What follows belongs to an exercise in optimizing a design on an open flow for small area; a production flow would make more cautious choices.
The RTL was checked by simulation tests, not by an equivalence proof against the original design.

==> flow/design.v <==
`timescale 1ns/1ps
`default_nettype none
module booth_mac (
  input  wire [7:0]  b_one,
  input  wire [7:0]  b_two,
  input  wire [7:0]  b_neg,
  input  wire [15:0] w,
  input  wire [31:0] base,
  output wire [31:0] sum
);
  wire pp0_0;
  assign pp0_0 = (b_one[0] & w[0]);
  wire pn0;
  assign pn0 = b_neg[0] & ~(b_one[0] & w[0]);
  wire pp0_1;
  assign pp0_1 = ((b_one[0] & w[1]) | (b_two[0] & w[0])) ^ b_neg[0];
  wire pp0_2;
  assign pp0_2 = ((b_one[0] & w[2]) | (b_two[0] & w[1])) ^ b_neg[0];
  wire pp0_3;
  assign pp0_3 = ((b_one[0] & w[3]) | (b_two[0] & w[2])) ^ b_neg[0];
  wire pp0_4;
  assign pp0_4 = ((b_one[0] & w[4]) | (b_two[0] & w[3])) ^ b_neg[0];
  wire pp0_5;
  assign pp0_5 = ((b_one[0] & w[5]) | (b_two[0] & w[4])) ^ b_neg[0];
  wire pp0_6;
  assign pp0_6 = ((b_one[0] & w[6]) | (b_two[0] & w[5])) ^ b_neg[0];
  wire pp0_7;
  assign pp0_7 = ((b_one[0] & w[7]) | (b_two[0] & w[6])) ^ b_neg[0];
  wire pp0_8;
  assign pp0_8 = ((b_one[0] & w[8]) | (b_two[0] & w[7])) ^ b_neg[0];
  wire pp0_9;
  assign pp0_9 = ((b_one[0] & w[9]) | (b_two[0] & w[8])) ^ b_neg[0];
  wire pp0_10;
  assign pp0_10 = ((b_one[0] & w[10]) | (b_two[0] & w[9])) ^ b_neg[0];
  wire pp0_11;
  assign pp0_11 = ((b_one[0] & w[11]) | (b_two[0] & w[10])) ^ b_neg[0];
  wire pp0_12;
  assign pp0_12 = ((b_one[0] & w[12]) | (b_two[0] & w[11])) ^ b_neg[0];
  wire pp0_13;
  assign pp0_13 = ((b_one[0] & w[13]) | (b_two[0] & w[12])) ^ b_neg[0];
  wire pp0_14;
  assign pp0_14 = ((b_one[0] & w[14]) | (b_two[0] & w[13])) ^ b_neg[0];
  wire pp0_15;
  assign pp0_15 = ((b_one[0] & w[15]) | (b_two[0] & w[14])) ^ b_neg[0];
  wire pp0_16;
  assign pp0_16 = ~(((b_one[0] | b_two[0]) & w[15]) ^ b_neg[0]);
  wire pp1_0;
  assign pp1_0 = (b_one[1] & w[0]);
  wire pn1;
  assign pn1 = b_neg[1] & ~(b_one[1] & w[0]);
  wire pp1_1;
  assign pp1_1 = ((b_one[1] & w[1]) | (b_two[1] & w[0])) ^ b_neg[1];
  wire pp1_2;
  assign pp1_2 = ((b_one[1] & w[2]) | (b_two[1] & w[1])) ^ b_neg[1];
  wire pp1_3;
  assign pp1_3 = ((b_one[1] & w[3]) | (b_two[1] & w[2])) ^ b_neg[1];
  wire pp1_4;
  assign pp1_4 = ((b_one[1] & w[4]) | (b_two[1] & w[3])) ^ b_neg[1];
  wire pp1_5;
  assign pp1_5 = ((b_one[1] & w[5]) | (b_two[1] & w[4])) ^ b_neg[1];
  wire pp1_6;
  assign pp1_6 = ((b_one[1] & w[6]) | (b_two[1] & w[5])) ^ b_neg[1];
  wire pp1_7;
  assign pp1_7 = ((b_one[1] & w[7]) | (b_two[1] & w[6])) ^ b_neg[1];
  wire pp1_8;
  assign pp1_8 = ((b_one[1] & w[8]) | (b_two[1] & w[7])) ^ b_neg[1];
  wire pp1_9;
  assign pp1_9 = ((b_one[1] & w[9]) | (b_two[1] & w[8])) ^ b_neg[1];
  wire pp1_10;
  assign pp1_10 = ((b_one[1] & w[10]) | (b_two[1] & w[9])) ^ b_neg[1];
  wire pp1_11;
  assign pp1_11 = ((b_one[1] & w[11]) | (b_two[1] & w[10])) ^ b_neg[1];
  wire pp1_12;
  assign pp1_12 = ((b_one[1] & w[12]) | (b_two[1] & w[11])) ^ b_neg[1];
  wire pp1_13;
  assign pp1_13 = ((b_one[1] & w[13]) | (b_two[1] & w[12])) ^ b_neg[1];
  wire pp1_14;
  assign pp1_14 = ((b_one[1] & w[14]) | (b_two[1] & w[13])) ^ b_neg[1];
  wire pp1_15;
  assign pp1_15 = ((b_one[1] & w[15]) | (b_two[1] & w[14])) ^ b_neg[1];
  wire pp1_16;
  assign pp1_16 = ~(((b_one[1] | b_two[1]) & w[15]) ^ b_neg[1]);
  wire pp2_0;
  assign pp2_0 = (b_one[2] & w[0]);
  wire pn2;
  assign pn2 = b_neg[2] & ~(b_one[2] & w[0]);
  wire pp2_1;
  assign pp2_1 = ((b_one[2] & w[1]) | (b_two[2] & w[0])) ^ b_neg[2];
  wire pp2_2;
  assign pp2_2 = ((b_one[2] & w[2]) | (b_two[2] & w[1])) ^ b_neg[2];
  wire pp2_3;
  assign pp2_3 = ((b_one[2] & w[3]) | (b_two[2] & w[2])) ^ b_neg[2];
  wire pp2_4;
  assign pp2_4 = ((b_one[2] & w[4]) | (b_two[2] & w[3])) ^ b_neg[2];
  wire pp2_5;
  assign pp2_5 = ((b_one[2] & w[5]) | (b_two[2] & w[4])) ^ b_neg[2];
  wire pp2_6;
  assign pp2_6 = ((b_one[2] & w[6]) | (b_two[2] & w[5])) ^ b_neg[2];
  wire pp2_7;
  assign pp2_7 = ((b_one[2] & w[7]) | (b_two[2] & w[6])) ^ b_neg[2];
  wire pp2_8;
  assign pp2_8 = ((b_one[2] & w[8]) | (b_two[2] & w[7])) ^ b_neg[2];
  wire pp2_9;
  assign pp2_9 = ((b_one[2] & w[9]) | (b_two[2] & w[8])) ^ b_neg[2];
  wire pp2_10;
  assign pp2_10 = ((b_one[2] & w[10]) | (b_two[2] & w[9])) ^ b_neg[2];
  wire pp2_11;
  assign pp2_11 = ((b_one[2] & w[11]) | (b_two[2] & w[10])) ^ b_neg[2];
  wire pp2_12;
  assign pp2_12 = ((b_one[2] & w[12]) | (b_two[2] & w[11])) ^ b_neg[2];
  wire pp2_13;
  assign pp2_13 = ((b_one[2] & w[13]) | (b_two[2] & w[12])) ^ b_neg[2];
  wire pp2_14;
  assign pp2_14 = ((b_one[2] & w[14]) | (b_two[2] & w[13])) ^ b_neg[2];
  wire pp2_15;
  assign pp2_15 = ((b_one[2] & w[15]) | (b_two[2] & w[14])) ^ b_neg[2];
  wire pp2_16;
  assign pp2_16 = ~(((b_one[2] | b_two[2]) & w[15]) ^ b_neg[2]);
  wire pp3_0;
  assign pp3_0 = (b_one[3] & w[0]);
  wire pn3;
  assign pn3 = b_neg[3] & ~(b_one[3] & w[0]);
  wire pp3_1;
  assign pp3_1 = ((b_one[3] & w[1]) | (b_two[3] & w[0])) ^ b_neg[3];
  wire pp3_2;
  assign pp3_2 = ((b_one[3] & w[2]) | (b_two[3] & w[1])) ^ b_neg[3];
  wire pp3_3;
  assign pp3_3 = ((b_one[3] & w[3]) | (b_two[3] & w[2])) ^ b_neg[3];
  wire pp3_4;
  assign pp3_4 = ((b_one[3] & w[4]) | (b_two[3] & w[3])) ^ b_neg[3];
  wire pp3_5;
  assign pp3_5 = ((b_one[3] & w[5]) | (b_two[3] & w[4])) ^ b_neg[3];
  wire pp3_6;
  assign pp3_6 = ((b_one[3] & w[6]) | (b_two[3] & w[5])) ^ b_neg[3];
  wire pp3_7;
  assign pp3_7 = ((b_one[3] & w[7]) | (b_two[3] & w[6])) ^ b_neg[3];
  wire pp3_8;
  assign pp3_8 = ((b_one[3] & w[8]) | (b_two[3] & w[7])) ^ b_neg[3];
  wire pp3_9;
  assign pp3_9 = ((b_one[3] & w[9]) | (b_two[3] & w[8])) ^ b_neg[3];
  wire pp3_10;
  assign pp3_10 = ((b_one[3] & w[10]) | (b_two[3] & w[9])) ^ b_neg[3];
  wire pp3_11;
  assign pp3_11 = ((b_one[3] & w[11]) | (b_two[3] & w[10])) ^ b_neg[3];
  wire pp3_12;
  assign pp3_12 = ((b_one[3] & w[12]) | (b_two[3] & w[11])) ^ b_neg[3];
  wire pp3_13;
  assign pp3_13 = ((b_one[3] & w[13]) | (b_two[3] & w[12])) ^ b_neg[3];
  wire pp3_14;
  assign pp3_14 = ((b_one[3] & w[14]) | (b_two[3] & w[13])) ^ b_neg[3];
  wire pp3_15;
  assign pp3_15 = ((b_one[3] & w[15]) | (b_two[3] & w[14])) ^ b_neg[3];
  wire pp3_16;
  assign pp3_16 = ~(((b_one[3] | b_two[3]) & w[15]) ^ b_neg[3]);
  wire pp4_0;
  assign pp4_0 = (b_one[4] & w[0]);
  wire pn4;
  assign pn4 = b_neg[4] & ~(b_one[4] & w[0]);
  wire pp4_1;
  assign pp4_1 = ((b_one[4] & w[1]) | (b_two[4] & w[0])) ^ b_neg[4];
  wire pp4_2;
  assign pp4_2 = ((b_one[4] & w[2]) | (b_two[4] & w[1])) ^ b_neg[4];
  wire pp4_3;
  assign pp4_3 = ((b_one[4] & w[3]) | (b_two[4] & w[2])) ^ b_neg[4];
  wire pp4_4;
  assign pp4_4 = ((b_one[4] & w[4]) | (b_two[4] & w[3])) ^ b_neg[4];
  wire pp4_5;
  assign pp4_5 = ((b_one[4] & w[5]) | (b_two[4] & w[4])) ^ b_neg[4];
  wire pp4_6;
  assign pp4_6 = ((b_one[4] & w[6]) | (b_two[4] & w[5])) ^ b_neg[4];
  wire pp4_7;
  assign pp4_7 = ((b_one[4] & w[7]) | (b_two[4] & w[6])) ^ b_neg[4];
  wire pp4_8;
  assign pp4_8 = ((b_one[4] & w[8]) | (b_two[4] & w[7])) ^ b_neg[4];
  wire pp4_9;
  assign pp4_9 = ((b_one[4] & w[9]) | (b_two[4] & w[8])) ^ b_neg[4];
  wire pp4_10;
  assign pp4_10 = ((b_one[4] & w[10]) | (b_two[4] & w[9])) ^ b_neg[4];
  wire pp4_11;
  assign pp4_11 = ((b_one[4] & w[11]) | (b_two[4] & w[10])) ^ b_neg[4];
  wire pp4_12;
  assign pp4_12 = ((b_one[4] & w[12]) | (b_two[4] & w[11])) ^ b_neg[4];
  wire pp4_13;
  assign pp4_13 = ((b_one[4] & w[13]) | (b_two[4] & w[12])) ^ b_neg[4];
  wire pp4_14;
  assign pp4_14 = ((b_one[4] & w[14]) | (b_two[4] & w[13])) ^ b_neg[4];
  wire pp4_15;
  assign pp4_15 = ((b_one[4] & w[15]) | (b_two[4] & w[14])) ^ b_neg[4];
  wire pp4_16;
  assign pp4_16 = ~(((b_one[4] | b_two[4]) & w[15]) ^ b_neg[4]);
  wire pp5_0;
  assign pp5_0 = (b_one[5] & w[0]);
  wire pn5;
  assign pn5 = b_neg[5] & ~(b_one[5] & w[0]);
  wire pp5_1;
  assign pp5_1 = ((b_one[5] & w[1]) | (b_two[5] & w[0])) ^ b_neg[5];
  wire pp5_2;
  assign pp5_2 = ((b_one[5] & w[2]) | (b_two[5] & w[1])) ^ b_neg[5];
  wire pp5_3;
  assign pp5_3 = ((b_one[5] & w[3]) | (b_two[5] & w[2])) ^ b_neg[5];
  wire pp5_4;
  assign pp5_4 = ((b_one[5] & w[4]) | (b_two[5] & w[3])) ^ b_neg[5];
  wire pp5_5;
  assign pp5_5 = ((b_one[5] & w[5]) | (b_two[5] & w[4])) ^ b_neg[5];
  wire pp5_6;
  assign pp5_6 = ((b_one[5] & w[6]) | (b_two[5] & w[5])) ^ b_neg[5];
  wire pp5_7;
  assign pp5_7 = ((b_one[5] & w[7]) | (b_two[5] & w[6])) ^ b_neg[5];
  wire pp5_8;
  assign pp5_8 = ((b_one[5] & w[8]) | (b_two[5] & w[7])) ^ b_neg[5];
  wire pp5_9;
  assign pp5_9 = ((b_one[5] & w[9]) | (b_two[5] & w[8])) ^ b_neg[5];
  wire pp5_10;
  assign pp5_10 = ((b_one[5] & w[10]) | (b_two[5] & w[9])) ^ b_neg[5];
  wire pp5_11;
  assign pp5_11 = ((b_one[5] & w[11]) | (b_two[5] & w[10])) ^ b_neg[5];
  wire pp5_12;
  assign pp5_12 = ((b_one[5] & w[12]) | (b_two[5] & w[11])) ^ b_neg[5];
  wire pp5_13;
  assign pp5_13 = ((b_one[5] & w[13]) | (b_two[5] & w[12])) ^ b_neg[5];
  wire pp5_14;
  assign pp5_14 = ((b_one[5] & w[14]) | (b_two[5] & w[13])) ^ b_neg[5];
  wire pp5_15;
  assign pp5_15 = ((b_one[5] & w[15]) | (b_two[5] & w[14])) ^ b_neg[5];
  wire pp5_16;
  assign pp5_16 = ~(((b_one[5] | b_two[5]) & w[15]) ^ b_neg[5]);
  wire pp6_0;
  assign pp6_0 = (b_one[6] & w[0]);
  wire pn6;
  assign pn6 = b_neg[6] & ~(b_one[6] & w[0]);
  wire pp6_1;
  assign pp6_1 = ((b_one[6] & w[1]) | (b_two[6] & w[0])) ^ b_neg[6];
  wire pp6_2;
  assign pp6_2 = ((b_one[6] & w[2]) | (b_two[6] & w[1])) ^ b_neg[6];
  wire pp6_3;
  assign pp6_3 = ((b_one[6] & w[3]) | (b_two[6] & w[2])) ^ b_neg[6];
  wire pp6_4;
  assign pp6_4 = ((b_one[6] & w[4]) | (b_two[6] & w[3])) ^ b_neg[6];
  wire pp6_5;
  assign pp6_5 = ((b_one[6] & w[5]) | (b_two[6] & w[4])) ^ b_neg[6];
  wire pp6_6;
  assign pp6_6 = ((b_one[6] & w[6]) | (b_two[6] & w[5])) ^ b_neg[6];
  wire pp6_7;
  assign pp6_7 = ((b_one[6] & w[7]) | (b_two[6] & w[6])) ^ b_neg[6];
  wire pp6_8;
  assign pp6_8 = ((b_one[6] & w[8]) | (b_two[6] & w[7])) ^ b_neg[6];
  wire pp6_9;
  assign pp6_9 = ((b_one[6] & w[9]) | (b_two[6] & w[8])) ^ b_neg[6];
  wire pp6_10;
  assign pp6_10 = ((b_one[6] & w[10]) | (b_two[6] & w[9])) ^ b_neg[6];
  wire pp6_11;
  assign pp6_11 = ((b_one[6] & w[11]) | (b_two[6] & w[10])) ^ b_neg[6];
  wire pp6_12;
  assign pp6_12 = ((b_one[6] & w[12]) | (b_two[6] & w[11])) ^ b_neg[6];
  wire pp6_13;
  assign pp6_13 = ((b_one[6] & w[13]) | (b_two[6] & w[12])) ^ b_neg[6];
  wire pp6_14;
  assign pp6_14 = ((b_one[6] & w[14]) | (b_two[6] & w[13])) ^ b_neg[6];
  wire pp6_15;
  assign pp6_15 = ((b_one[6] & w[15]) | (b_two[6] & w[14])) ^ b_neg[6];
  wire pp6_16;
  assign pp6_16 = ~(((b_one[6] | b_two[6]) & w[15]) ^ b_neg[6]);
  wire pp7_0;
  assign pp7_0 = (b_one[7] & w[0]);
  wire pn7;
  assign pn7 = b_neg[7] & ~(b_one[7] & w[0]);
  wire pp7_1;
  assign pp7_1 = ((b_one[7] & w[1]) | (b_two[7] & w[0])) ^ b_neg[7];
  wire pp7_2;
  assign pp7_2 = ((b_one[7] & w[2]) | (b_two[7] & w[1])) ^ b_neg[7];
  wire pp7_3;
  assign pp7_3 = ((b_one[7] & w[3]) | (b_two[7] & w[2])) ^ b_neg[7];
  wire pp7_4;
  assign pp7_4 = ((b_one[7] & w[4]) | (b_two[7] & w[3])) ^ b_neg[7];
  wire pp7_5;
  assign pp7_5 = ((b_one[7] & w[5]) | (b_two[7] & w[4])) ^ b_neg[7];
  wire pp7_6;
  assign pp7_6 = ((b_one[7] & w[6]) | (b_two[7] & w[5])) ^ b_neg[7];
  wire pp7_7;
  assign pp7_7 = ((b_one[7] & w[7]) | (b_two[7] & w[6])) ^ b_neg[7];
  wire pp7_8;
  assign pp7_8 = ((b_one[7] & w[8]) | (b_two[7] & w[7])) ^ b_neg[7];
  wire pp7_9;
  assign pp7_9 = ((b_one[7] & w[9]) | (b_two[7] & w[8])) ^ b_neg[7];
  wire pp7_10;
  assign pp7_10 = ((b_one[7] & w[10]) | (b_two[7] & w[9])) ^ b_neg[7];
  wire pp7_11;
  assign pp7_11 = ((b_one[7] & w[11]) | (b_two[7] & w[10])) ^ b_neg[7];
  wire pp7_12;
  assign pp7_12 = ((b_one[7] & w[12]) | (b_two[7] & w[11])) ^ b_neg[7];
  wire pp7_13;
  assign pp7_13 = ((b_one[7] & w[13]) | (b_two[7] & w[12])) ^ b_neg[7];
  wire pp7_14;
  assign pp7_14 = ((b_one[7] & w[14]) | (b_two[7] & w[13])) ^ b_neg[7];
  wire pp7_15;
  assign pp7_15 = ((b_one[7] & w[15]) | (b_two[7] & w[14])) ^ b_neg[7];
  wire pp7_16;
  assign pp7_16 = ~(((b_one[7] | b_two[7]) & w[15]) ^ b_neg[7]);
  wire s0;
  wire c0;
  ha1 u_s0 (.a(pp0_15), .b(pp1_13), .s(s0), .co(c0));
  wire s1;
  wire c1;
  fa1 u_s1 (.a(pp0_16), .b(pp1_14), .c(pp2_12), .s(s1), .co(c1));
  wire s2;
  wire c2;
  ha1 u_s2 (.a(pp1_15), .b(pp2_13), .s(s2), .co(c2));
  wire s3;
  wire c3;
  ha1 u_s3 (.a(pp0_9), .b(pp1_7), .s(s3), .co(c3));
  wire s4;
  wire c4;
  fa1 u_s4 (.a(pp0_10), .b(pp1_8), .c(pp2_6), .s(s4), .co(c4));
  wire s5;
  wire c5;
  fa1 u_s5 (.a(pp0_11), .b(pp1_9), .c(pp2_7), .s(s5), .co(c5));
  wire s6;
  wire c6;
  ha1 u_s6 (.a(pp3_5), .b(pp4_3), .s(s6), .co(c6));
  wire s7;
  wire c7;
  fa1 u_s7 (.a(pp0_12), .b(pp1_10), .c(pp2_8), .s(s7), .co(c7));
  wire s8;
  wire c8;
  fa1 u_s8 (.a(pp3_6), .b(pp4_4), .c(pp5_2), .s(s8), .co(c8));
  wire s9;
  wire c9;
  fa1 u_s9 (.a(pp0_13), .b(pp1_11), .c(pp2_9), .s(s9), .co(c9));
  wire s10;
  wire c10;
  fa1 u_s10 (.a(pp3_7), .b(pp4_5), .c(pp5_3), .s(s10), .co(c10));
  wire s11;
  wire c11;
  ha1 u_s11 (.a(pn6), .b(pp6_1), .s(s11), .co(c11));
  wire s12;
  wire c12;
  fa1 u_s12 (.a(pp0_14), .b(pp1_12), .c(pp2_10), .s(s12), .co(c12));
  wire s13;
  wire c13;
  fa1 u_s13 (.a(pp3_8), .b(pp4_6), .c(pp5_4), .s(s13), .co(c13));
  wire s14;
  wire c14;
  fa1 u_s14 (.a(pp6_2), .b(pp7_0), .c(base[14]), .s(s14), .co(c14));
  wire s15;
  wire c15;
  fa1 u_s15 (.a(s0), .b(pp2_11), .c(pp3_9), .s(s15), .co(c15));
  wire s16;
  wire c16;
  fa1 u_s16 (.a(pp4_7), .b(pp5_5), .c(pp6_3), .s(s16), .co(c16));
  wire s17;
  wire c17;
  fa1 u_s17 (.a(pn7), .b(pp7_1), .c(base[15]), .s(s17), .co(c17));
  wire s18;
  wire c18;
  fa1 u_s18 (.a(c0), .b(s1), .c(pp3_10), .s(s18), .co(c18));
  wire s19;
  wire c19;
  fa1 u_s19 (.a(pp4_8), .b(pp5_6), .c(pp6_4), .s(s19), .co(c19));
  wire s20;
  wire c20;
  assign s20 = ~(pp7_2 ^ base[16]);
  assign c20 = pp7_2 | base[16];
  wire s21;
  wire c21;
  fa1 u_s21 (.a(c1), .b(s2), .c(pp3_11), .s(s21), .co(c21));
  wire s22;
  wire c22;
  fa1 u_s22 (.a(pp4_9), .b(pp5_7), .c(pp6_5), .s(s22), .co(c22));
  wire s23;
  wire c23;
  assign s23 = ~(pp7_3 ^ base[17]);
  assign c23 = pp7_3 | base[17];
  wire s24;
  wire c24;
  fa1 u_s24 (.a(c2), .b(pp1_16), .c(pp2_14), .s(s24), .co(c24));
  wire s25;
  wire c25;
  fa1 u_s25 (.a(pp3_12), .b(pp4_10), .c(pp5_8), .s(s25), .co(c25));
  wire s26;
  wire c26;
  fa1 u_s26 (.a(pp6_6), .b(pp7_4), .c(base[18]), .s(s26), .co(c26));
  wire s27;
  wire c27;
  fa1 u_s27 (.a(pp2_15), .b(pp3_13), .c(pp4_11), .s(s27), .co(c27));
  wire s28;
  wire c28;
  fa1 u_s28 (.a(pp5_9), .b(pp6_7), .c(pp7_5), .s(s28), .co(c28));
  wire s29;
  wire c29;
  assign s29 = ~base[19];
  assign c29 = base[19];
  wire s30;
  wire c30;
  fa1 u_s30 (.a(pp2_16), .b(pp3_14), .c(pp4_12), .s(s30), .co(c30));
  wire s31;
  wire c31;
  fa1 u_s31 (.a(pp5_10), .b(pp6_8), .c(pp7_6), .s(s31), .co(c31));
  wire s32;
  wire c32;
  fa1 u_s32 (.a(pp3_15), .b(pp4_13), .c(pp5_11), .s(s32), .co(c32));
  wire s33;
  wire c33;
  ha1 u_s33 (.a(pp6_9), .b(pp7_7), .s(s33), .co(c33));
  wire s34;
  wire c34;
  fa1 u_s34 (.a(pp3_16), .b(pp4_14), .c(pp5_12), .s(s34), .co(c34));
  wire s35;
  wire c35;
  ha1 u_s35 (.a(pp4_15), .b(pp5_13), .s(s35), .co(c35));
  wire s36;
  wire c36;
  ha1 u_s36 (.a(pp0_5), .b(pp1_3), .s(s36), .co(c36));
  wire s37;
  wire c37;
  fa1 u_s37 (.a(pp0_6), .b(pp1_4), .c(pp2_2), .s(s37), .co(c37));
  wire s38;
  wire c38;
  fa1 u_s38 (.a(pp0_7), .b(pp1_5), .c(pp2_3), .s(s38), .co(c38));
  wire s39;
  wire c39;
  ha1 u_s39 (.a(pn3), .b(pp3_1), .s(s39), .co(c39));
  wire s40;
  wire c40;
  fa1 u_s40 (.a(pp0_8), .b(pp1_6), .c(pp2_4), .s(s40), .co(c40));
  wire s41;
  wire c41;
  fa1 u_s41 (.a(pp3_2), .b(pp4_0), .c(base[8]), .s(s41), .co(c41));
  wire s42;
  wire c42;
  fa1 u_s42 (.a(s3), .b(pp2_5), .c(pp3_3), .s(s42), .co(c42));
  wire s43;
  wire c43;
  fa1 u_s43 (.a(pn4), .b(pp4_1), .c(base[9]), .s(s43), .co(c43));
  wire s44;
  wire c44;
  fa1 u_s44 (.a(c3), .b(s4), .c(pp3_4), .s(s44), .co(c44));
  wire s45;
  wire c45;
  fa1 u_s45 (.a(pp4_2), .b(pp5_0), .c(base[10]), .s(s45), .co(c45));
  wire s46;
  wire c46;
  fa1 u_s46 (.a(c4), .b(s5), .c(s6), .s(s46), .co(c46));
  wire s47;
  wire c47;
  fa1 u_s47 (.a(pn5), .b(pp5_1), .c(base[11]), .s(s47), .co(c47));
  wire s48;
  wire c48;
  fa1 u_s48 (.a(c5), .b(c6), .c(s7), .s(s48), .co(c48));
  wire s49;
  wire c49;
  fa1 u_s49 (.a(s8), .b(pp6_0), .c(base[12]), .s(s49), .co(c49));
  wire s50;
  wire c50;
  fa1 u_s50 (.a(c7), .b(c8), .c(s9), .s(s50), .co(c50));
  wire s51;
  wire c51;
  fa1 u_s51 (.a(s10), .b(s11), .c(base[13]), .s(s51), .co(c51));
  wire s52;
  wire c52;
  fa1 u_s52 (.a(c9), .b(c10), .c(c11), .s(s52), .co(c52));
  wire s53;
  wire c53;
  fa1 u_s53 (.a(s12), .b(s13), .c(s14), .s(s53), .co(c53));
  wire s54;
  wire c54;
  fa1 u_s54 (.a(c12), .b(c13), .c(c14), .s(s54), .co(c54));
  wire s55;
  wire c55;
  fa1 u_s55 (.a(s15), .b(s16), .c(s17), .s(s55), .co(c55));
  wire s56;
  wire c56;
  fa1 u_s56 (.a(c15), .b(c16), .c(c17), .s(s56), .co(c56));
  wire s57;
  wire c57;
  fa1 u_s57 (.a(s18), .b(s19), .c(s20), .s(s57), .co(c57));
  wire s58;
  wire c58;
  fa1 u_s58 (.a(c18), .b(c19), .c(c20), .s(s58), .co(c58));
  wire s59;
  wire c59;
  fa1 u_s59 (.a(s21), .b(s22), .c(s23), .s(s59), .co(c59));
  wire s60;
  wire c60;
  fa1 u_s60 (.a(c21), .b(c22), .c(c23), .s(s60), .co(c60));
  wire s61;
  wire c61;
  fa1 u_s61 (.a(s24), .b(s25), .c(s26), .s(s61), .co(c61));
  wire s62;
  wire c62;
  fa1 u_s62 (.a(c24), .b(c25), .c(c26), .s(s62), .co(c62));
  wire s63;
  wire c63;
  fa1 u_s63 (.a(s27), .b(s28), .c(s29), .s(s63), .co(c63));
  wire s64;
  wire c64;
  fa1 u_s64 (.a(c27), .b(c28), .c(c29), .s(s64), .co(c64));
  wire s65;
  wire c65;
  fa1 u_s65 (.a(s30), .b(s31), .c(base[20]), .s(s65), .co(c65));
  wire s66;
  wire c66;
  fa1 u_s66 (.a(c30), .b(c31), .c(s32), .s(s66), .co(c66));
  wire s67;
  wire c67;
  assign s67 = ~(s33 ^ base[21]);
  assign c67 = s33 | base[21];
  wire s68;
  wire c68;
  fa1 u_s68 (.a(c32), .b(c33), .c(s34), .s(s68), .co(c68));
  wire s69;
  wire c69;
  fa1 u_s69 (.a(pp6_10), .b(pp7_8), .c(base[22]), .s(s69), .co(c69));
  wire s70;
  wire c70;
  fa1 u_s70 (.a(c34), .b(s35), .c(pp6_11), .s(s70), .co(c70));
  wire s71;
  wire c71;
  assign s71 = ~(pp7_9 ^ base[23]);
  assign c71 = pp7_9 | base[23];
  wire s72;
  wire c72;
  fa1 u_s72 (.a(c35), .b(pp4_16), .c(pp5_14), .s(s72), .co(c72));
  wire s73;
  wire c73;
  fa1 u_s73 (.a(pp6_12), .b(pp7_10), .c(base[24]), .s(s73), .co(c73));
  wire s74;
  wire c74;
  fa1 u_s74 (.a(pp5_15), .b(pp6_13), .c(pp7_11), .s(s74), .co(c74));
  wire s75;
  wire c75;
  assign s75 = ~base[25];
  assign c75 = base[25];
  wire s76;
  wire c76;
  fa1 u_s76 (.a(pp5_16), .b(pp6_14), .c(pp7_12), .s(s76), .co(c76));
  wire s77;
  wire c77;
  ha1 u_s77 (.a(pp6_15), .b(pp7_13), .s(s77), .co(c77));
  wire s78;
  wire c78;
  ha1 u_s78 (.a(pp0_3), .b(pn1), .s(s78), .co(c78));
  wire s79;
  wire c79;
  fa1 u_s79 (.a(pp0_4), .b(pp1_2), .c(pp2_0), .s(s79), .co(c79));
  wire s80;
  wire c80;
  fa1 u_s80 (.a(s36), .b(pn2), .c(pp2_1), .s(s80), .co(c80));
  wire s81;
  wire c81;
  fa1 u_s81 (.a(c36), .b(s37), .c(pp3_0), .s(s81), .co(c81));
  wire s82;
  wire c82;
  fa1 u_s82 (.a(c37), .b(s38), .c(s39), .s(s82), .co(c82));
  wire s83;
  wire c83;
  fa1 u_s83 (.a(c38), .b(c39), .c(s40), .s(s83), .co(c83));
  wire s84;
  wire c84;
  fa1 u_s84 (.a(c40), .b(c41), .c(s42), .s(s84), .co(c84));
  wire s85;
  wire c85;
  fa1 u_s85 (.a(c42), .b(c43), .c(s44), .s(s85), .co(c85));
  wire s86;
  wire c86;
  fa1 u_s86 (.a(c44), .b(c45), .c(s46), .s(s86), .co(c86));
  wire s87;
  wire c87;
  fa1 u_s87 (.a(c46), .b(c47), .c(s48), .s(s87), .co(c87));
  wire s88;
  wire c88;
  fa1 u_s88 (.a(c48), .b(c49), .c(s50), .s(s88), .co(c88));
  wire s89;
  wire c89;
  fa1 u_s89 (.a(c50), .b(c51), .c(s52), .s(s89), .co(c89));
  wire s90;
  wire c90;
  fa1 u_s90 (.a(c52), .b(c53), .c(s54), .s(s90), .co(c90));
  wire s91;
  wire c91;
  fa1 u_s91 (.a(c54), .b(c55), .c(s56), .s(s91), .co(c91));
  wire s92;
  wire c92;
  fa1 u_s92 (.a(c56), .b(c57), .c(s58), .s(s92), .co(c92));
  wire s93;
  wire c93;
  fa1 u_s93 (.a(c58), .b(c59), .c(s60), .s(s93), .co(c93));
  wire s94;
  wire c94;
  fa1 u_s94 (.a(c60), .b(c61), .c(s62), .s(s94), .co(c94));
  wire s95;
  wire c95;
  fa1 u_s95 (.a(c62), .b(c63), .c(s64), .s(s95), .co(c95));
  wire s96;
  wire c96;
  fa1 u_s96 (.a(c64), .b(c65), .c(s66), .s(s96), .co(c96));
  wire s97;
  wire c97;
  fa1 u_s97 (.a(c66), .b(c67), .c(s68), .s(s97), .co(c97));
  wire s98;
  wire c98;
  fa1 u_s98 (.a(c68), .b(c69), .c(s70), .s(s98), .co(c98));
  wire s99;
  wire c99;
  fa1 u_s99 (.a(c70), .b(c71), .c(s72), .s(s99), .co(c99));
  wire s100;
  wire c100;
  fa1 u_s100 (.a(c72), .b(c73), .c(s74), .s(s100), .co(c100));
  wire s101;
  wire c101;
  fa1 u_s101 (.a(c74), .b(c75), .c(s76), .s(s101), .co(c101));
  wire s102;
  wire c102;
  assign s102 = ~(c76 ^ s77);
  assign c102 = c76 | s77;
  wire s103;
  wire c103;
  fa1 u_s103 (.a(c77), .b(pp6_16), .c(pp7_14), .s(s103), .co(c103));
  wire s104;
  wire c104;
  assign s104 = ~pp7_15;
  assign c104 = pp7_15;
  wire s105;
  wire c105;
  ha1 u_s105 (.a(pn0), .b(pp0_1), .s(s105), .co(c105));
  wire s106;
  wire c106;
  fa1 u_s106 (.a(pp0_2), .b(pp1_0), .c(base[2]), .s(s106), .co(c106));
  wire s107;
  wire c107;
  fa1 u_s107 (.a(s78), .b(pp1_1), .c(base[3]), .s(s107), .co(c107));
  wire s108;
  wire c108;
  fa1 u_s108 (.a(c78), .b(s79), .c(base[4]), .s(s108), .co(c108));
  wire s109;
  wire c109;
  fa1 u_s109 (.a(c79), .b(s80), .c(base[5]), .s(s109), .co(c109));
  wire s110;
  wire c110;
  fa1 u_s110 (.a(c80), .b(s81), .c(base[6]), .s(s110), .co(c110));
  wire s111;
  wire c111;
  fa1 u_s111 (.a(c81), .b(s82), .c(base[7]), .s(s111), .co(c111));
  wire s112;
  wire c112;
  fa1 u_s112 (.a(c82), .b(s83), .c(s41), .s(s112), .co(c112));
  wire s113;
  wire c113;
  fa1 u_s113 (.a(c83), .b(s84), .c(s43), .s(s113), .co(c113));
  wire s114;
  wire c114;
  fa1 u_s114 (.a(c84), .b(s85), .c(s45), .s(s114), .co(c114));
  wire s115;
  wire c115;
  fa1 u_s115 (.a(c85), .b(s86), .c(s47), .s(s115), .co(c115));
  wire s116;
  wire c116;
  fa1 u_s116 (.a(c86), .b(s87), .c(s49), .s(s116), .co(c116));
  wire s117;
  wire c117;
  fa1 u_s117 (.a(c87), .b(s88), .c(s51), .s(s117), .co(c117));
  wire s118;
  wire c118;
  fa1 u_s118 (.a(c88), .b(s89), .c(s53), .s(s118), .co(c118));
  wire s119;
  wire c119;
  fa1 u_s119 (.a(c89), .b(s90), .c(s55), .s(s119), .co(c119));
  wire s120;
  wire c120;
  fa1 u_s120 (.a(c90), .b(s91), .c(s57), .s(s120), .co(c120));
  wire s121;
  wire c121;
  fa1 u_s121 (.a(c91), .b(s92), .c(s59), .s(s121), .co(c121));
  wire s122;
  wire c122;
  fa1 u_s122 (.a(c92), .b(s93), .c(s61), .s(s122), .co(c122));
  wire s123;
  wire c123;
  fa1 u_s123 (.a(c93), .b(s94), .c(s63), .s(s123), .co(c123));
  wire s124;
  wire c124;
  fa1 u_s124 (.a(c94), .b(s95), .c(s65), .s(s124), .co(c124));
  wire s125;
  wire c125;
  fa1 u_s125 (.a(c95), .b(s96), .c(s67), .s(s125), .co(c125));
  wire s126;
  wire c126;
  fa1 u_s126 (.a(c96), .b(s97), .c(s69), .s(s126), .co(c126));
  wire s127;
  wire c127;
  fa1 u_s127 (.a(c97), .b(s98), .c(s71), .s(s127), .co(c127));
  wire s128;
  wire c128;
  fa1 u_s128 (.a(c98), .b(s99), .c(s73), .s(s128), .co(c128));
  wire s129;
  wire c129;
  fa1 u_s129 (.a(c99), .b(s100), .c(s75), .s(s129), .co(c129));
  wire s130;
  wire c130;
  fa1 u_s130 (.a(c100), .b(s101), .c(base[26]), .s(s130), .co(c130));
  wire s131;
  wire c131;
  fa1 u_s131 (.a(c101), .b(s102), .c(base[27]), .s(s131), .co(c131));
  wire s132;
  wire c132;
  fa1 u_s132 (.a(c102), .b(s103), .c(base[28]), .s(s132), .co(c132));
  wire s133;
  wire c133;
  fa1 u_s133 (.a(c103), .b(s104), .c(base[29]), .s(s133), .co(c133));
  wire s134;
  wire c134;
  fa1 u_s134 (.a(c104), .b(pp7_16), .c(base[30]), .s(s134), .co(c134));
  wire s135;
  wire c135;
  assign s135 = ~base[31];
  assign c135 = base[31];
  wire [31:0] ra = {c134, c133, c132, c131, c130, c129, c128, c127, c126, c125, c124, c123, c122, c121, c120, c119, c118, c117, c116, c115, c114, c113, c112, c111, c110, c109, c108, c107, c106, c105, s105, pp0_0};
  wire [31:0] rb = {s135, s134, s133, s132, s131, s130, s129, s128, s127, s126, s125, s124, s123, s122, s121, s120, s119, s118, s117, s116, s115, s114, s113, s112, s111, s110, s109, s108, s107, s106, base[1], base[0]};
  wire [31:0] g0 = ra & rb;
  wire [31:0] p0 = ra ^ rb;
  wire bg0 = g0[1] | (p0[1] & g0[0]);
  wire bg1 = g0[2] | (p0[2] & bg0);
  wire bg2 = g0[3] | (p0[3] & bg1);
  wire bg3 = g0[4] | (p0[4] & bg2);
  wire bg4 = g0[5] | (p0[5] & bg3);
  wire bg5 = g0[6] | (p0[6] & bg4);
  wire bg6 = g0[7] | (p0[7] & bg5);
  wire bg7 = g0[8] | (p0[8] & bg6);
  wire bg8 = g0[9] | (p0[9] & bg7);
  wire bp8 = p0[9] & p0[8];
  wire bg9 = g0[11] | (p0[11] & g0[10]);
  wire bp9 = p0[11] & p0[10];
  wire bg10 = g0[13] | (p0[13] & g0[12]);
  wire bp10 = p0[13] & p0[12];
  wire bg11 = g0[15] | (p0[15] & g0[14]);
  wire bp11 = p0[15] & p0[14];
  wire bg12 = g0[17] | (p0[17] & g0[16]);
  wire bp12 = p0[17] & p0[16];
  wire bg13 = g0[19] | (p0[19] & g0[18]);
  wire bp13 = p0[19] & p0[18];
  wire bg14 = g0[21] | (p0[21] & g0[20]);
  wire bp14 = p0[21] & p0[20];
  wire bg15 = g0[23] | (p0[23] & g0[22]);
  wire bp15 = p0[23] & p0[22];
  wire bg16 = g0[25] | (p0[25] & g0[24]);
  wire bp16 = p0[25] & p0[24];
  wire bg17 = g0[27] | (p0[27] & g0[26]);
  wire bp17 = p0[27] & p0[26];
  wire bg18 = g0[29] | (p0[29] & g0[28]);
  wire bp18 = p0[29] & p0[28];
  wire bg19 = g0[31] | (p0[31] & g0[30]);
  wire bp19 = p0[31] & p0[30];
  wire bg20 = bg9 | (bp9 & bg8);
  wire bp20 = bp9 & bp8;
  wire bg21 = bg11 | (bp11 & bg10);
  wire bp21 = bp11 & bp10;
  wire bg22 = bg13 | (bp13 & bg12);
  wire bp22 = bp13 & bp12;
  wire bg23 = bg15 | (bp15 & bg14);
  wire bp23 = bp15 & bp14;
  wire bg24 = bg17 | (bp17 & bg16);
  wire bp24 = bp17 & bp16;
  wire bg25 = bg19 | (bp19 & bg18);
  wire bp25 = bp19 & bp18;
  wire bg26 = bg21 | (bp21 & bg20);
  wire bp26 = bp21 & bp20;
  wire bg27 = bg23 | (bp23 & bg22);
  wire bp27 = bp23 & bp22;
  wire bg28 = bg25 | (bp25 & bg24);
  wire bp28 = bp25 & bp24;
  wire bg29 = bg27 | (bp27 & bg26);
  wire bp29 = bp27 & bp26;
  wire bg30 = bg28 | (bp28 & bg29);
  wire bp30 = bp28 & bp29;
  wire bg31 = bg22 | (bp22 & bg26);
  wire bp31 = bp22 & bp26;
  wire bg32 = bg24 | (bp24 & bg29);
  wire bp32 = bp24 & bp29;
  wire bg33 = bg10 | (bp10 & bg20);
  wire bp33 = bp10 & bp20;
  wire bg34 = bg12 | (bp12 & bg26);
  wire bp34 = bp12 & bp26;
  wire bg35 = bg14 | (bp14 & bg31);
  wire bp35 = bp14 & bp31;
  wire bg36 = bg16 | (bp16 & bg29);
  wire bp36 = bp16 & bp29;
  wire bg37 = bg18 | (bp18 & bg32);
  wire bp37 = bp18 & bp32;
  wire bg38 = g0[10] | (p0[10] & bg8);
  wire bp38 = p0[10] & bp8;
  wire bg39 = g0[12] | (p0[12] & bg20);
  wire bp39 = p0[12] & bp20;
  wire bg40 = g0[14] | (p0[14] & bg33);
  wire bp40 = p0[14] & bp33;
  wire bg41 = g0[16] | (p0[16] & bg26);
  wire bp41 = p0[16] & bp26;
  wire bg42 = g0[18] | (p0[18] & bg34);
  wire bp42 = p0[18] & bp34;
  wire bg43 = g0[20] | (p0[20] & bg31);
  wire bp43 = p0[20] & bp31;
  wire bg44 = g0[22] | (p0[22] & bg35);
  wire bp44 = p0[22] & bp35;
  wire bg45 = g0[24] | (p0[24] & bg29);
  wire bp45 = p0[24] & bp29;
  wire bg46 = g0[26] | (p0[26] & bg36);
  wire bp46 = p0[26] & bp36;
  wire bg47 = g0[28] | (p0[28] & bg32);
  wire bp47 = p0[28] & bp32;
  wire bg48 = g0[30] | (p0[30] & bg37);
  wire bp48 = p0[30] & bp37;
  assign sum[0] = p0[0];
  assign sum[1] = p0[1] ^ g0[0];
  assign sum[2] = p0[2] ^ bg0;
  assign sum[3] = p0[3] ^ bg1;
  assign sum[4] = p0[4] ^ bg2;
  assign sum[5] = p0[5] ^ bg3;
  assign sum[6] = p0[6] ^ bg4;
  assign sum[7] = p0[7] ^ bg5;
  assign sum[8] = p0[8] ^ bg6;
  assign sum[9] = p0[9] ^ bg7;
  assign sum[10] = p0[10] ^ bg8;
  assign sum[11] = p0[11] ^ bg38;
  assign sum[12] = p0[12] ^ bg20;
  assign sum[13] = p0[13] ^ bg39;
  assign sum[14] = p0[14] ^ bg33;
  assign sum[15] = p0[15] ^ bg40;
  assign sum[16] = p0[16] ^ bg26;
  assign sum[17] = p0[17] ^ bg41;
  assign sum[18] = p0[18] ^ bg34;
  assign sum[19] = p0[19] ^ bg42;
  assign sum[20] = p0[20] ^ bg31;
  assign sum[21] = p0[21] ^ bg43;
  assign sum[22] = p0[22] ^ bg35;
  assign sum[23] = p0[23] ^ bg44;
  assign sum[24] = p0[24] ^ bg29;
  assign sum[25] = p0[25] ^ bg45;
  assign sum[26] = p0[26] ^ bg36;
  assign sum[27] = p0[27] ^ bg46;
  assign sum[28] = p0[28] ^ bg32;
  assign sum[29] = p0[29] ^ bg47;
  assign sum[30] = p0[30] ^ bg37;
  assign sum[31] = p0[31] ^ bg48;
endmodule
module fa1 (input wire a, input wire b, input wire c, output wire s, output wire co);
  assign s = a ^ b ^ c;
  assign co = (a & b) | (a & c) | (b & c);
endmodule
module ha1 (input wire a, input wire b, output wire s, output wire co);
  assign s = a ^ b;
  assign co = a & b;
endmodule
`default_nettype wire
`timescale 1ns/1ps
`default_nettype none
module conv_core (
  input  wire                                  clk,
  input  wire                                  rst_n,
  input  wire [16-1:0]               ifmap_dat,
  input  wire                                  ifmap_vld,
  input  wire [16-1:0]              weights_dat,
  input  wire                                  weights_vld,
  output wire [4*32-1:0]  ofmap_dat,
  output wire                                  ofmap_vld
);
  localparam integer D  = 11;    
  localparam integer NS = 7;     
  reg  [3:0]   widx;           
  reg          wloaded;        
  reg  [15:0]  wr0 [0:3];
  reg  [15:0]  wr1 [0:3];
  reg  [15:0]  wr2 [0:3];
  reg  [15:0]  wr3 [0:3];
  always @(posedge clk or negedge rst_n) begin
    if (!rst_n) begin
      widx    <= 4'd0;
      wloaded <= 1'b0;
    end else if (weights_vld) begin
      widx <= widx + 4'd1;
      if (widx == 4'd15) wloaded <= 1'b1;
    end
  end
  reg  [15:0]  dl_d [0:D-1];
  reg  [D-1:0] dl_v;
  integer k;
  always @(posedge clk) begin
    dl_d[0] <= ifmap_dat;
    for (k = 1; k < D; k = k + 1) dl_d[k] <= dl_d[k-1];
  end
  always @(posedge clk or negedge rst_n) begin
    if (!rst_n) dl_v <= {D{1'b0}};
    else        dl_v <= {dl_v[D-2:0], ifmap_vld};
  end
  wire        pv = dl_v[D-1];                   
  wire [15:0] px = dl_d[D-1] & {16{wloaded && pv}};   
  wire [16:0] pxe = {px, 1'b0};
  wire [7:0]  b_one, b_two, b_neg;
  genvar j;
  generate
    for (j = 0; j < 8; j = j + 1) begin : g_enc
      assign b_one[j] = pxe[2*j+1] ^ pxe[2*j];
      assign b_two[j] = (pxe[2*j+2] & ~pxe[2*j+1] & ~pxe[2*j]) |
                        (~pxe[2*j+2] & pxe[2*j+1] & pxe[2*j]);
      assign b_neg[j] = pxe[2*j+2];
    end
  endgenerate
  reg  [4:0]   pcnt;           
  wire         pfirst = (pcnt[1:0] == 2'd0);
  wire         plast  = (pcnt[1:0] == 2'd3);
  wire         pbank  = pv && (pcnt == 5'd31);
  always @(posedge clk or negedge rst_n) begin
    if (!rst_n) pcnt <= 5'd0;
    else if (pv) pcnt <= pcnt + 5'd1;
  end
  genvar c;
  reg  [31:0]  acc  [0:3];
  wire [127:0] sum;
  generate
    for (c = 0; c < 4; c = c + 1) begin : g_col
      wire wload = weights_vld && (widx[1:0] == c);
      always @(posedge clk) begin
        if (wload || pv) begin
          wr0[c] <= wload ? weights_dat : wr3[c];
          wr1[c] <= wr0[c];
          wr2[c] <= wr1[c];
          wr3[c] <= wr2[c];
        end
      end
      wire [31:0] base = pfirst ? 32'd0 : acc[c];
      booth_mac u_mac (
        .b_one (b_one),
        .b_two (b_two),
        .b_neg (b_neg),
        .w     (wr3[c]),
        .base  (base),
        .sum   (sum[32*c +: 32])
      );
      always @(posedge clk) begin
        acc[c] <= sum[32*c +: 32];    
      end
    end
  endgenerate
  reg  [127:0]   slot [0:NS-1];
  reg  [NS-1:0]  wp, rp;
  reg  [2:0]     ocnt;
  reg            oact;
  reg  [127:0]   rd;
  integer        s;
  always @(posedge clk) begin
    for (s = 0; s < NS; s = s + 1)
      if (pv && plast && wp[s]) slot[s] <= sum;
  end
  always @(*) begin
    rd = 128'd0;
    for (s = 0; s < NS; s = s + 1)
      rd = rd | (slot[s] & {128{rp[s]}});
  end
  always @(posedge clk or negedge rst_n) begin
    if (!rst_n) begin
      wp   <= {{(NS-1){1'b0}}, 1'b1};
      rp   <= {{(NS-1){1'b0}}, 1'b1};
      ocnt <= 3'd0;
      oact <= 1'b0;
    end else begin
      if (pv && plast) wp <= {wp[NS-2:0], wp[NS-1]};
      if (ofmap_vld) begin
        rp   <= {rp[NS-2:0], rp[NS-1]};
        ocnt <= ocnt + 3'd1;
        oact <= (ocnt != 3'd7);
      end
    end
  end
  assign ofmap_vld = pbank || oact;
  assign ofmap_dat = rd;
endmodule
`default_nettype wire
==> flow/flow/run.sh <==
#!/bin/bash
set -e
cp standard.sh standard_sh_copy.log
export CTS_ARGS="-sink_clustering_enable -repair_clock_nets -sink_clustering_size 26 -sink_clustering_max_diameter 85 -dont_use_dummy_load"
export BUFFER_PORTS_ARGS="-buffer_cell sky130_fd_sc_hd__buf_1"
bash standard.sh finish > standard_flow.log 2>&1
==> flow/standard.sh <==
#!/bin/bash
# synth_recipe.tcl (not shown) runs the flow's synth.tcl, then flattens the netlist and writes it again
# the make line also repeats each setting of config.mk as NAME=value (left out here)
make -C /OpenROAD-flow-scripts/flow DESIGN_CONFIG=/design/flow/config.mk WORK_HOME=/design/flow/orfs CLKGATE_MAP_FILE= SYNTH_SCRIPT=/design/flow/synth_recipe.tcl "${@:-finish}"
==> flow/config.mk <==
export PLATFORM = sky130hd
export DESIGN_NAME = conv_core
export DESIGN_NICKNAME = conv_core
export VERILOG_FILES = /design/flow/design.v
export SDC_FILE = /design/flow/constraint.sdc
export NUM_CORES = 4
export LEC_CHECK = 0
export CAP_MARGIN = 20
export CORE_MARGIN = 2
export CORE_UTILIZATION = 70
export CTS_CLUSTER_DIAMETER = 85
export CTS_CLUSTER_SIZE = 26
export SLEW_MARGIN = 20
export SYNTH_HIERARCHICAL = 1
export SYNTH_MINIMUM_KEEP_SIZE = 0
==> flow/constraint.sdc <==
create_clock -name core_clock -period 10.0 [get_ports {clk}]
set_input_delay 2.0000 -clock core_clock [delete_from_list [all_inputs] [get_ports {clk}]]
set_output_delay 2.0000 -clock core_clock [all_outputs]
set_load 0.01 [all_outputs]
==> flow_metrics.py <==
metrics = {
    "worst_setup_path": {
        "cp_max_fo": 28,
        "end_kind": "register",
        "crit_path_end": "slot[1][63]$_DFFE_PP_",
        "cp-startpoint": "dl_v[10]$_DFF_PN0_",
        "r2r_slack_ns": 1.73,
        "critPathLaunchType": "register",
        "rr_endpoint": "slot[1][63]$_DFFE_PP_",
        "cp.required_ns": 10.40,
        "reg2reg_from": "dl_v[10]$_DFF_PN0_",
        "arrival_ns": 8.67,
        "r2r_cells": 23,
        "crit_type": "reg2reg",
    },
    "die": {
        "die-area_um2": 107500,
        "fp.dieW_um": 327.9,
        "start_util": 0.7075,
        "core_area_um2": 103800,
        "die_y_um": 327.9,
        "rows": 118,
        "io_pins": 165,
    },
    "layout": {
        "syn_to_final_growth_pct": 4.202,
        "drive_above_1_share": 0.06307,
        "finalNonFillerCells": 6169,
        "final_cell_mix": "edfxtp_1, a22oi_1, fa_1",
        "mostFrequentLayoutCell": "edfxtp_1",
        "nets": 5527,
    },
    "place": {
        "place.gp.congestion": 0.8456,
        "post-place-ws_ns": 1.816,
        "port_buffers": 164,
        "hpwlAfterDp_mm": 106.9,
        "placedCellCount": 6097,
    },
    "grt": {
        "grt_usage": 0.3197,
        "overflow": 0,
        "antenna_found_initial": 6,
        "grt_pass1_wl_mm": 257.8,
        "grt_pass1_vias": 42060,
        "grt_max_degree": 69,
    },
    "clocking": {
        "clock_path_buffers": 3,
        "cts_max_level": 3,
        "ctsResizeCount": 0,
        "clockRootBuffer": "clkbuf_16",
        "clock_latency_ns": 0.68,
        "cts_tree": "built",
        "cts.sinks": 1495,
        "cts.clk_slew.worst_paths_ns": 0.10,
        "numCtsBuffers": 71,
        "postCtsSetupBuffers": 0,
        "cts_hold_buf": 0,
    },
    "yosys": {
        "synthCells": 4872,
        "synth.distinct_cells": 48,
        "synth_nets": 5609,
        "netlist_area_um2": 73430,
        "ys_ff_latch": 1495,
        "async_flop_share": 0.02609,
        "yosysWarningCount": 21,
        "synth_edf_count": 1152,
        "synthFlopType": "edfxtp_1",
        "syn_area_per_cell_um2": 15.07,
        "yosysSeqAreaShare": 0.5673,
    },
    "flow_run": {
        "maxCapViolCount": 0,
    },
    "timing": {
        "setup_ws_ns": 1.725,
        "setup_viol": 0,
        "max-slew-margin-rel": 0.2650,
        "fin_tns_setup_ns": 0,
        "fin_crit_ns": 8.275,
        "worst_pin_slew_ns": 1.102,
        "finalClockSkew_ns": 0.06865,
        "period_share": 0.8275,
        "maxSlewViolCount": 0,
        "rsz0062_at_grt": "false",
        "max_freq_mhz": 120.8,
        "finalHoldViolations": 0,
    },
    "outcome": {
        "outcome": "timing/DRC/antenna clean",
    },
    "routing": {
        "drtIter0Drc": 5547,
        "vias_per_cell": 6.722,
        "drtPass1Iterations": 7,
        "ant_nets": 0,
        "wire_per_inst_um": 27.39,
        "remaining_drc_errors": 0,
        "vias": 41470,
        "wl_mm": 169.0,
    },
    "hold_path": {
        "hold_start": "dl_d[2][11]$_DFF_P_",
        "hold_class": "reg2reg",
    },
}
[critical path: stages (launching register included)]
cell and delay (ns):
dfrtp_1 0.34, buf_4 0.28, and3_4 0.46, nor2b_4 0.77, buf_4 0.33, a22oi_1 0.12
xnor2_1 0.20, fa_1 0.53, fa_1 0.42, fa_1 0.40, fa_1 0.39, fa_1 0.40
fa_1 0.40, fa_1 0.41, fa_1 0.38, inv_1 0.08, fa_1 0.21, nand2b_1 0.15
a21oi_2 0.10, o211a_1 0.29, o21ai_1 0.24, a31oi_1 0.14, fa_1 0.41, xnor2_1 0.49
[final cells by class]
cell class,instances,area (µm²)
sequential,1495,41680
timing repair buffer,248,1260
tap,1380,1727
clock buffer,71,1777
antenna,1,2.502
fill,6588,27270
multi-input combinational,2821,29500
inverter,153,574.3
[routing by layer]
layer	up-vias	track usage	wire (µm)
met5	-	0	13
met2	2041	0.5057	80730
met1	21510	0.4834	70190
met3	200	0.04493	15020
met4	2	0.06781	3027
li1	17710	-	-
[through the flow]
| step | utilization | area, µm² | hold slack [ns] |
|---|---|---|---|
| global placement | 0.7201 | 74740 | 0.3101 |
| detailed placement | 0.7201 | 74740 | 0.3121 |
| floorplan | - | 73430 | 0.3096 |
| global route | 0.7372 | 76520 | 0.3129 |
| CTS | 0.7372 | 76520 | 0.3036 |
| finish | 0.7372 | 76520 | 0.2984 |
[how the worst min path moves through the flow]
stage / to / cells past startpoint
floorplan: dl_d[10][0]$_DFF_P_ / 0
global placement: dl_d[7][4]$_DFF_P_ / 0
detailed placement: dl_d[3][5]$_DFF_P_ / 0
CTS: dl_d[3][11]$_DFF_P_ / 0
global route: dl_d[3][11]$_DFF_P_ / 0
finish: dl_d[3][11]$_DFF_P_ / 0
[logic make-up after synthesis]
kind of cell | Yosys count | synth area share
adders and majority gates | 701 | 0.1746
AOI/OAI and AO/OA | 1010 | 0.1061
buffers and inverters | 556 | 0.03430
muxes | 74 | 0.01314
xor gates and xnor gates | 574 | 0.06846
DFF | 1495 | 0.5673
and+or+nand+nor | 462 | 0.03612
[per-module statistics from Yosys, one instance, submodules excluded]
module	copies in the design	flip-flops and latches	cell area (µm²)
conv_core	1	1495	48760
ha1	48	0	12.51
fa1	460	0	20.02
booth_mac	4	0	3716
[synthesized netlist by cell type (21+ instances only)]
cell type,n,area share
a21oi_1,31,0.0021
mux2_4,35,0.0072
nor2_1,36,0.0018
nor2b_1,152,0.013
fa_1,540,0.15
mux2_2,39,0.0060
dfrtp_1,37,0.013
buf_2,199,0.014
edfxtp_1,1152,0.47
xnor2_1,500,0.060
a22oi_1,736,0.075
nand2_1,32,0.0016
clkbuf_1,176,0.0090
xor2_1,74,0.0088
a222oi_1,128,0.017
and2_1,32,0.0027
o21ai_0,42,0.0029
and3_1,21,0.0018
inv_1,153,0.0078
nand3_1,128,0.0087
ha_1,161,0.027
dfxtp_1,304,0.083
[registers in the layout, indices dropped and copies added, names as in the netlist, 3 cells and up]
name	flops
slot	896
dl_d	176
acc	128
wr0	64
wr1	64
wr2	64
wr3	64
dl_v	11
rp	7
wp	7
pcnt	5
widx	4
ocnt	3

-- separate check: timing with driven ports --
The flow's constraints put no driver on any port. The routed layout listed below was extracted and timed again, unchanged, in two steps. Step 1 assumes that a clkbuf_16 drives the clock port and a buf_2 every other input. Step 2 also shifts input and output timing later by t, the mid clock arrival at the registers, as if the neighbouring blocks saw the same clock. Three values: ideal ports, drivers, drivers and shift; two values: the first two.
shift t [ns]: 0.725
setup slack, ns: 1.725 / 1.725 / 1.725
cell pins on the clock port's net: 1
After both steps setup and hold are still met in this run. For this run, drivers alone change the setup slack by 0.000 ns; drivers and shift together by 0.000 ns.
